Source: an optimization exercise on an open RTL-to-GDS flow (aim: small area). Production flows keep margins and buffers that such runs may drop. Only simulation tests tie the RTL to the original design; equivalence was not proved. No activity file was given, so power comes from the tool's default toggle rates.

==> flow/design.v <==
module j_acc_collector_mx_cell #(
  parameter int SRAM_DEPTH  = 1024,
  parameter int SRAM_ADDR_W = $clog2(SRAM_DEPTH)
) (
  input  logic                      clk,
  input  logic                      reset_n,
  input  logic                      collect_start,
  output logic                      collect_idle,
  input  logic [SRAM_ADDR_W*32-1:0] base_addr,
  input  logic [SRAM_ADDR_W-1:0]    img_size,
  input  logic [31:0]               serial_input,
  input  logic [31:0]               serial_en,
  input  logic [31:0]               serial_start,
  output logic                      sram_en,
  output logic                      sram_we,
  output logic [SRAM_ADDR_W-1:0]    sram_addr,
  output logic [31:0]               sram_wdata,
  output logic [31:0]               err_overflow,
  output logic [31:0]               err_frame
);
  localparam int NCH = 32;
  localparam int AW  = SRAM_ADDR_W;
  typedef enum logic [1:0] {S_IDLE = 2'd0, S_RUN = 2'd1, S_DONE = 2'd2} state_e;
  state_e         state_q;
  logic [4:0]     cnt_q   [NCH];
  logic [30:0]    shift_q [NCH];    
  logic [31:0]    hold_q  [NCH];    
  logic [AW-1:0]  base_q  [NCH];    
  logic [AW-1:0]  img_q;
  logic [AW-1:0]  left_q  [NCH];    
  logic [NCH-1:0] done_q;           
  logic [NCH-1:0] pending_q;
  logic [NCH-1:0] err_ovf_q, err_frm_q;
  logic [4:0]     ptr_q;
  logic           gnt_vld_q, sram_we_q;
  logic [AW-1:0]  gnt_addr_q, sram_addr_q;
  logic [31:0]    gnt_data_q, sram_wdata_q;
  localparam logic [4:0] CNT_LAST = 5'b10000;
  logic idle, run, start_ld;
  assign idle     = (state_q == S_IDLE);
  assign run      = (state_q == S_RUN);
  assign start_ld = idle & collect_start;
  logic [NCH-1:0] req, upper, m, gnt_lo, gnt_hi, gnt;
  logic           any_hi, any;
  logic [4:0]     gnt_idx;
  always_comb begin
    req = pending_q;
    for (int i = 0; i < NCH; i++) upper[i] = (5'(i) >= ptr_q);
    m = req & upper;
    gnt_lo = '0;
    gnt_hi = '0;
    for (int i = 0; i < NCH; i++) begin
      gnt_lo[i] = req[i] & ~|(req & ((NCH'(1) << i) - NCH'(1)));
      gnt_hi[i] = m[i] & ~|(m & ((NCH'(1) << i) - NCH'(1)));
    end
    any_hi = |m;
    any    = |req;
    gnt    = any_hi ? gnt_hi : gnt_lo;
    gnt_idx = '0;
    for (int i = 0; i < NCH; i++) gnt_idx = gnt_idx | (gnt[i] ? 5'(i) : 5'd0);
  end
  logic [31:0]   sel_data;
  logic [AW-1:0] sel_base, sel_left, sel_addr;
  logic          sel_last;
  always_comb begin
    sel_data = '0;
    sel_base = '0;
    sel_left = '0;
    for (int c = 0; c < NCH; c++) begin
      sel_data = sel_data | (hold_q[c] & {32{gnt[c]}});
      sel_base = sel_base | (base_q[c] & {AW{gnt[c]}});
      sel_left = sel_left | (left_q[c] & {AW{gnt[c]}});
    end
    sel_last = (sel_left == '0);
    sel_addr = sel_base + (img_q - sel_left);
  end
  logic [AW-1:0] left_nxt;
  assign left_nxt = start_ld ? img_size : sel_left - AW'(1);
  logic gnt_fire;
  assign gnt_fire = run & any;
  always_ff @(posedge clk or negedge reset_n) begin
    if (!reset_n) begin
      state_q   <= S_IDLE;
      err_ovf_q <= '0;
      err_frm_q <= '0;
      gnt_vld_q <= 1'b0;
      sram_we_q <= 1'b0;
    end else begin
      gnt_vld_q <= gnt_fire;
      sram_we_q <= gnt_vld_q;
      unique case (state_q)
        S_IDLE:  if (collect_start) state_q <= S_RUN;
        S_RUN:   if ((&done_q) && !gnt_vld_q) state_q <= S_DONE;
        default: state_q <= S_IDLE;
      endcase
      for (int c = 0; c < NCH; c++) begin
        if (start_ld) begin
          err_ovf_q[c] <= 1'b0;
          err_frm_q[c] <= 1'b0;
        end else if (run && serial_en[c]) begin
          if (serial_start[c] && cnt_q[c] != 5'd0) err_frm_q[c] <= 1'b1;
          if (!serial_start[c] && cnt_q[c] == CNT_LAST && pending_q[c] && !gnt[c] &&
              left_q[c] != '0)
            err_ovf_q[c] <= 1'b1;
        end
      end
    end
  end
  always_ff @(posedge clk) begin
    gnt_data_q   <= sel_data;
    gnt_addr_q   <= sel_addr;
    sram_wdata_q <= gnt_data_q;
    sram_addr_q  <= gnt_addr_q;
    if (start_ld) img_q <= img_size;
    if (start_ld) ptr_q <= '0;
    else if (gnt_fire) ptr_q <= gnt_idx + 5'd1;
    for (int c = 0; c < NCH; c++) begin
      if (serial_en[c]) shift_q[c] <= {serial_input[c], shift_q[c][30:1]};
      if (start_ld) cnt_q[c] <= '0;
      else if (serial_en[c]) cnt_q[c] <= serial_start[c] ? 5'd1 : {cnt_q[c][3:0], cnt_q[c][4] ^ cnt_q[c][2] ^ (cnt_q[c][3:0] == 4'd0)};
      if (serial_en[c] && !serial_start[c] && cnt_q[c] == CNT_LAST && (!pending_q[c] || gnt[c]))
        hold_q[c] <= {serial_input[c], shift_q[c]};
      if (start_ld) base_q[c] <= base_addr[c*AW +: AW];
      if (start_ld || gnt[c]) left_q[c] <= left_nxt;
      if (start_ld) begin
        pending_q[c] <= 1'b0;
        done_q[c]    <= 1'b0;
      end else begin
        if (gnt[c]) done_q[c] <= sel_last;
        if (!pending_q[c] || gnt[c])
          pending_q[c] <= serial_en[c] && !serial_start[c] && cnt_q[c] == CNT_LAST &&
                          !done_q[c] && !(gnt[c] && sel_last);
      end
    end
  end
  assign collect_idle = idle;
  assign sram_en      = sram_we_q;
  assign sram_we      = sram_we_q;
  assign sram_addr    = sram_addr_q;
  assign sram_wdata   = sram_wdata_q;
  assign err_overflow = err_ovf_q;
  assign err_frame    = err_frm_q;
endmodule
Settings: LEC_CHECK=0, ABC_AREA=1, CAP_MARGIN=5, CORE_MARGIN=2, CORE_UTILIZATION=68, SLEW_MARGIN=5, BUFFER_PORTS_ARGS=-buffer_cell sky130_fd_sc_hd__buf_1, CTS_ARGS=-sink_clustering_enable -repair_clock_nets -dont_use_dummy_load -buf_list sky130_fd_sc_hd__clkbuf_8 -sink_clustering_size 14 -sink_clustering_max_diameter 50; clock period 12.0 ns.
standard.sh (not shown) runs the stock make flow with config.mk's settings and CLKGATE_MAP_FILE= SYNTH_SCRIPT=/design/flow/synth_recipe.tcl, a recipe that flattens the netlist after the stock synthesis.
==> flow/flow/run.sh <==
#!/bin/bash
# The standard ORFS layout, with two changes:
# * ports are buffered with the smallest buffer (buf_1) instead of the default choice;
# * the clock tree is built from clkbuf_8 cells, with leaf clusters of up to 14 sinks
#   within 50 um, and without dummy loads.
# Each tool's output goes to the ORFS logs under orfs/logs; make's own output goes to
# standard.log in this folder.
set -euo pipefail
cat >> config.mk <<'EOC'
export BUFFER_PORTS_ARGS = -buffer_cell sky130_fd_sc_hd__buf_1
export CTS_ARGS = -sink_clustering_enable -repair_clock_nets -dont_use_dummy_load -buf_list sky130_fd_sc_hd__clkbuf_8 -sink_clustering_size 14 -sink_clustering_max_diameter 50
EOC
bash standard.sh > standard.log 2>&1
==> next run, changes <==
==> flow/flow/run.sh (replaced) <==
#!/bin/bash
# The standard ORFS layout, with two changes:
# * ports are buffered with the smallest buffer (buf_1) instead of the default choice;
# * the clock tree is built from clkbuf_4 cells, with leaf clusters of up to 8 sinks
#   within 40 um, and without dummy loads.
# Each tool's output goes to the ORFS logs under orfs/logs; make's own output goes to
# standard.log in this folder.
set -euo pipefail
cat >> config.mk <<'EOC'
export BUFFER_PORTS_ARGS = -buffer_cell sky130_fd_sc_hd__buf_1
export CTS_ARGS = -sink_clustering_enable -repair_clock_nets -dont_use_dummy_load -buf_list sky130_fd_sc_hd__clkbuf_4 -sink_clustering_size 8 -sink_clustering_max_diameter 40
EOC
bash standard.sh > standard.log 2>&1
CAP_MARGIN = 10   (was 5)
CORE_UTILIZATION = 62   (was 68)
CTS_ARGS = -sink_clustering_enable -repair_clock_nets -dont_use_dummy_load -buf_list sky130_fd_sc_hd__clkbuf_4 -sink_clustering_size 8 -sink_clustering_max_diameter 40   (was -sink_clustering_enable -repair_clock_nets -dont_use_dummy_load -buf_list sky130_fd_sc_hd__clkbuf_8 -sink_clustering_size 14 -sink_clustering_max_diameter 50)
GPL_ROUTABILITY_DRIVEN = 0   (was unset)
GPL_TIMING_DRIVEN = 0   (was unset)
SLEW_MARGIN = 10   (was 5)
What happened: Design area came out higher by about 1.2%. Via count is higher by 5.7%. Global-route usage came out higher by 1.4 points. Utilization came out lower by 5.8 points. Non-clock buffer count grows by 183. Count of clock-buffer cells in the layout increases by 174. Cell count came out higher by about 5%. Clock skew rose by 25 ps. Wire length came out higher by about 14%. Worst hold slack degrades by 15 ps. Total power rises by 3.1%.
==> next run, changes <==
==> flow/flow/run.sh (replaced) <==
#!/bin/bash
# The standard ORFS layout, with two changes:
# * ports are buffered with the smallest buffer (buf_1) instead of the default choice;
# * the clock tree is built from clkbuf_4 cells, with leaf clusters of up to 10 sinks
#   within 40 um, and without dummy loads.
# Each tool's output goes to the ORFS logs under orfs/logs; make's own output goes to
# standard.log in this folder.
set -euo pipefail
cat >> config.mk <<'EOC'
export BUFFER_PORTS_ARGS = -buffer_cell sky130_fd_sc_hd__buf_1
export CTS_ARGS = -sink_clustering_enable -repair_clock_nets -dont_use_dummy_load -buf_list sky130_fd_sc_hd__clkbuf_4 -sink_clustering_size 10 -sink_clustering_max_diameter 40
EOC
bash standard.sh > standard.log 2>&1
CAP_MARGIN = 5   (was 10)
CORE_UTILIZATION = 68   (was 62)
CTS_ARGS = -sink_clustering_enable -repair_clock_nets -dont_use_dummy_load -buf_list sky130_fd_sc_hd__clkbuf_4 -sink_clustering_size 10 -sink_clustering_max_diameter 40   (was -sink_clustering_enable -repair_clock_nets -dont_use_dummy_load -buf_list sky130_fd_sc_hd__clkbuf_4 -sink_clustering_size 8 -sink_clustering_max_diameter 40)
GPL_ROUTABILITY_DRIVEN = unset   (was 0)
GPL_TIMING_DRIVEN = unset   (was 0)
SLEW_MARGIN = 5   (was 10)
=> First-iteration DRC count came out lower by 12%. Wire length came out lower by 12%. Area after synthesis is unchanged. Cell count came out lower by 4.1%. Register-to-register slack improves by 720 ps. Design area came out lower by 1.9%. Clock power came out lower by 8.6%. Power came out lower by 5.3%. Synthesized cell count stays the same. Critical path depth came out lower by 1.

Starts from the design.v that is shown in full above.
clock: 12.0 ns
lec_check: 0
abc_area: 1
cap_margin: 20
core_margin: 2
core_utilization: 50
cts_buf_list: sky130_fd_sc_hd__clkbuf_8
cts_cluster_size: 30
slew_margin: 20
run.sh (not shown) runs the stock make flow with config.mk's settings and CLKGATE_MAP_FILE= SYNTH_SCRIPT=/design/flow/synth_recipe.tcl, a recipe that flattens the netlist after the stock synthesis.
Stock flow here: none of the scripts above is used.
==> next run, changes <==
==> flow/flow/run.sh (new file) <==
#!/bin/bash
# The standard ORFS layout, with two changes:
# * ports are buffered with the smallest buffer (buf_1) instead of the default choice;
# * the clock tree is built from clkbuf_4 cells, with leaf clusters of up to 8 sinks
#   within 40 um, and without dummy loads.
# Each tool's output goes to the ORFS logs under orfs/logs; make's own output goes to
# standard.log in this folder.
set -euo pipefail
cat >> config.mk <<'EOC'
export BUFFER_PORTS_ARGS = -buffer_cell sky130_fd_sc_hd__buf_1
export CTS_ARGS = -sink_clustering_enable -repair_clock_nets -dont_use_dummy_load -buf_list sky130_fd_sc_hd__clkbuf_4 -sink_clustering_size 8 -sink_clustering_max_diameter 40
EOC
bash standard.sh > standard.log 2>&1
==> flow/standard.sh (new file) <==
#!/bin/bash
# synth_recipe.tcl (not shown) runs the flow's synth.tcl, then flattens the netlist and writes it again
# the make line also repeats each setting of config.mk as NAME=value (left out here)
make -C /OpenROAD-flow-scripts/flow DESIGN_CONFIG=/design/flow/config.mk WORK_HOME=/design/flow/orfs CLKGATE_MAP_FILE= SYNTH_SCRIPT=/design/flow/synth_recipe.tcl "${@:-finish}"
--- a/flow/config.mk
+++ b/flow/config.mk
@@ -9 +9 @@
-export CAP_MARGIN = 20
+export CAP_MARGIN = 10
@@ -11,4 +11,4 @@
-export CORE_UTILIZATION = 50
-export CTS_BUF_LIST = sky130_fd_sc_hd__clkbuf_8
-export CTS_CLUSTER_SIZE = 30
-export SLEW_MARGIN = 20
+export CORE_UTILIZATION = 62
+export SLEW_MARGIN = 10
+export BUFFER_PORTS_ARGS = -buffer_cell sky130_fd_sc_hd__buf_1
+export CTS_ARGS = -sink_clustering_enable -repair_clock_nets -dont_use_dummy_load -buf_list sky130_fd_sc_hd__clkbuf_4 -sink_clustering_size 8 -sink_clustering_max_diameter 40
removed: flow/run.sh
Result: Register-to-register slack is worse by 100 ps; sequential share of layout area came out higher by 5.5 points; routed wire length came out lower by about 5.4%; worst setup slack is worse by 100 ps; flip-flop and latch count does not change.
==> next run, changes <==
--- a/flow/flow/run.sh
+++ b/flow/flow/run.sh
@@ -4,2 +4,2 @@
-# * the clock tree is built from clkbuf_4 cells, with leaf clusters of up to 8 sinks
-#   within 40 um, and without dummy loads.
+# * the clock tree is built from clkbuf_8 cells, with leaf clusters of up to 14 sinks
+#   within 50 um, and without dummy loads.
@@ -11 +11 @@
-export CTS_ARGS = -sink_clustering_enable -repair_clock_nets -dont_use_dummy_load -buf_list sky130_fd_sc_hd__clkbuf_4 -sink_clustering_size 8 -sink_clustering_max_diameter 40
+export CTS_ARGS = -sink_clustering_enable -repair_clock_nets -dont_use_dummy_load -buf_list sky130_fd_sc_hd__clkbuf_8 -sink_clustering_size 14 -sink_clustering_max_diameter 50
--- a/flow/config.mk
+++ b/flow/config.mk
@@ -9 +9 @@
-export CAP_MARGIN = 10
+export CAP_MARGIN = 20
@@ -11,2 +11,2 @@
-export CORE_UTILIZATION = 62
-export SLEW_MARGIN = 10
+export CORE_UTILIZATION = 50
+export SLEW_MARGIN = 20
@@ -14 +14 @@
-export CTS_ARGS = -sink_clustering_enable -repair_clock_nets -dont_use_dummy_load -buf_list sky130_fd_sc_hd__clkbuf_4 -sink_clustering_size 8 -sink_clustering_max_diameter 40
+export CTS_ARGS = -sink_clustering_enable -repair_clock_nets -dont_use_dummy_load -buf_list sky130_fd_sc_hd__clkbuf_8 -sink_clustering_size 14 -sink_clustering_max_diameter 50
Clock-buffer cell count is lower by 148; wire length increases by 3.9%; sequential share of layout area goes down by 0.96 points; die area came out higher by 24%; synthesized area is unchanged; final area is higher by 1.3%; clock power came out higher by 13%; non-clock buffer count climbs by 12; setup slack gets better by 330 ps.

exp/quartz:
Starts from the design.v that is shown in full above.
clock: 12.0 ns
lec_check: 0
abc_area: 1
cap_margin: 5
core_margin: 2
core_utilization: 68
slew_margin: 5
buffer_ports_args: -buffer_cell sky130_fd_sc_hd__buf_1
cts_args: -sink_clustering_enable -repair_clock_nets -dont_use_dummy_load -buf_list sky130_fd_sc_hd__clkbuf_4 -sink_clustering_size 8 -sink_clustering_max_diameter 40
standard.sh (not shown) runs the stock make flow with config.mk's settings and CLKGATE_MAP_FILE= SYNTH_SCRIPT=/design/flow/synth_recipe.tcl, a recipe that flattens the netlist after the stock synthesis.
==> flow/flow/run.sh <==
#!/bin/bash
# The standard ORFS layout, with two changes:
# * ports are buffered with the smallest buffer (buf_1) instead of the default choice;
# * the clock tree is built from clkbuf_4 cells, with leaf clusters of up to 8 sinks
#   within 40 um, and without dummy loads.
# Each tool's output goes to the ORFS logs under orfs/logs; make's own output goes to
# standard.log in this folder.
set -euo pipefail
cat >> config.mk <<'EOC'
export BUFFER_PORTS_ARGS = -buffer_cell sky130_fd_sc_hd__buf_1
export CTS_ARGS = -sink_clustering_enable -repair_clock_nets -dont_use_dummy_load -buf_list sky130_fd_sc_hd__clkbuf_4 -sink_clustering_size 8 -sink_clustering_max_diameter 40
EOC
bash standard.sh > standard.log 2>&1
Every stage of the flow completed for exp/quartz, and the final layout passed the timing, DRC and antenna checks.
For exp/violet, these inputs were changed with respect to exp/quartz:
Settings: CTS_ARGS now -sink_clustering_enable -repair_clock_nets -dont_use_dummy_load -buf_list sky130_fd_sc_hd__clkbuf_8 -sink_clustering_size 30, was -sink_clustering_enable -repair_clock_nets -dont_use_dummy_load -buf_list sky130_fd_sc_hd__clkbuf_4 -sink_clustering_size 8 -sink_clustering_max_diameter 40; CAP_MARGIN now 20, was 5; CORE_UTILIZATION now 50, was 68; SLEW_MARGIN now 20, was 5.
==> flow/flow/run.sh <==
#!/bin/bash
# The standard ORFS layout, with two changes:
# * ports are buffered with the smallest buffer (buf_1) instead of the default choice;
# * the clock tree is built from clkbuf_8 cells in clusters of up to 30 sinks, without
#   dummy loads.
# Each tool's output goes to the ORFS logs under orfs/logs; make's own output goes to
# standard.log in this folder.
set -euo pipefail
cat >> config.mk <<'EOC'
export BUFFER_PORTS_ARGS = -buffer_cell sky130_fd_sc_hd__buf_1
export CTS_ARGS = -sink_clustering_enable -repair_clock_nets -dont_use_dummy_load -buf_list sky130_fd_sc_hd__clkbuf_8 -sink_clustering_size 30
EOC
bash standard.sh > standard.log 2>&1
[summary]
- Taking exp/quartz as the reference, in exp/violet routed wire length now sits higher; signal arrival time at the worst endpoint now sits lower.
- Critical path required time (exp/violet over exp/quartz): decrease, 0.38 ns
- Compared with exp/quartz, exp/violet improves via count of the routed design.
Here is what was changed in the inputs of exp/xenon compared with exp/violet.
Settings: swapping -sink_clustering_enable -repair_clock_nets -dont_use_dummy_load -buf_list sky130_fd_sc_hd__clkbuf_8 -sink_clustering_size 30 for -sink_clustering_enable -repair_clock_nets -dont_use_dummy_load -buf_list sky130_fd_sc_hd__clkbuf_8 -sink_clustering_size 14 -sink_clustering_max_diameter 50 in CTS_ARGS; swapping 20 for 10 in SLEW_MARGIN; swapping 20 for 10 in CAP_MARGIN; swapping 50 for 62 in CORE_UTILIZATION.
==> flow/flow/run.sh <==
#!/bin/bash
# The standard ORFS layout, with two changes:
# * ports are buffered with the smallest buffer (buf_1) instead of the default choice;
# * the clock tree is built from clkbuf_8 cells, with leaf clusters of up to 14 sinks
#   within 50 um, and without dummy loads.
# Each tool's output goes to the ORFS logs under orfs/logs; make's own output goes to
# standard.log in this folder.
set -euo pipefail
cat >> config.mk <<'EOC'
export BUFFER_PORTS_ARGS = -buffer_cell sky130_fd_sc_hd__buf_1
export CTS_ARGS = -sink_clustering_enable -repair_clock_nets -dont_use_dummy_load -buf_list sky130_fd_sc_hd__clkbuf_8 -sink_clustering_size 14 -sink_clustering_max_diameter 50
EOC
bash standard.sh > standard.log 2>&1
[summary]
Compared with exp/violet, exp/xenon instantiates a smaller number of cells.
exp/xenon improves on exp/violet in total power.
As far as leftover overflow at the end of global routing goes, exp/violet and exp/xenon are indistinguishable; the numbers are identical.
Compared with exp/violet, in exp/xenon number of antenna violations at the first check in global routing increased by 14 relative to the old numbers, number of buffers other than clock buffers in the final layout lower, worst-case hold slack has remained practically unchanged.

==> port drivers added, routing unchanged <==
In the flow no input, the clock included, has a driving cell. The finished layouts below were timed again as built, in two steps.
Step 1 (the two cells are an assumption about what drives the block):
set clk [get_ports {clk}]
set_driving_cell -lib_cell sky130_fd_sc_hd__clkbuf_16 $clk
set_driving_cell -lib_cell sky130_fd_sc_hd__buf_2 [delete_from_list [all_inputs] $clk]
Step 2 times the ports against the registers' clock, not the clock port: input delays grow and output delays shrink by t, the midpoint of the rising clock arrivals with the driver on.
a / b / c = no drivers / after step 1 / after step 2; a / b = the first two.
run	t (ns)	setup slack, ns	worst register clock-pin slew, ns
the first run of note 1	1.133	4.310 / 4.310 / 4.310	0.10 / 0.10
the second run of note 1	1.533	3.686 / 3.686 / 3.686	0.11 / 0.11
the third run of note 1	1.459	4.408 / 4.408 / 4.408	0.11 / 0.11
the first run of note 2	1.167	4.917 / 4.917 / 4.917	0.07 / 0.07
the second run of note 2	1.508	4.815 / 4.815 / 4.815	0.10 / 0.10
the third run of note 2	1.137	5.147 / 5.147 / 5.147	0.09 / 0.09
exp/quartz	1.492	4.465 / 4.465 / 4.465	0.10 / 0.10
exp/violet	1.179	5.104 / 5.104 / 5.104	0.06 / 0.06
exp/xenon	1.101	4.783 / 4.783 / 4.783	0.10 / 0.10
After both steps setup and hold are still met in every run listed.
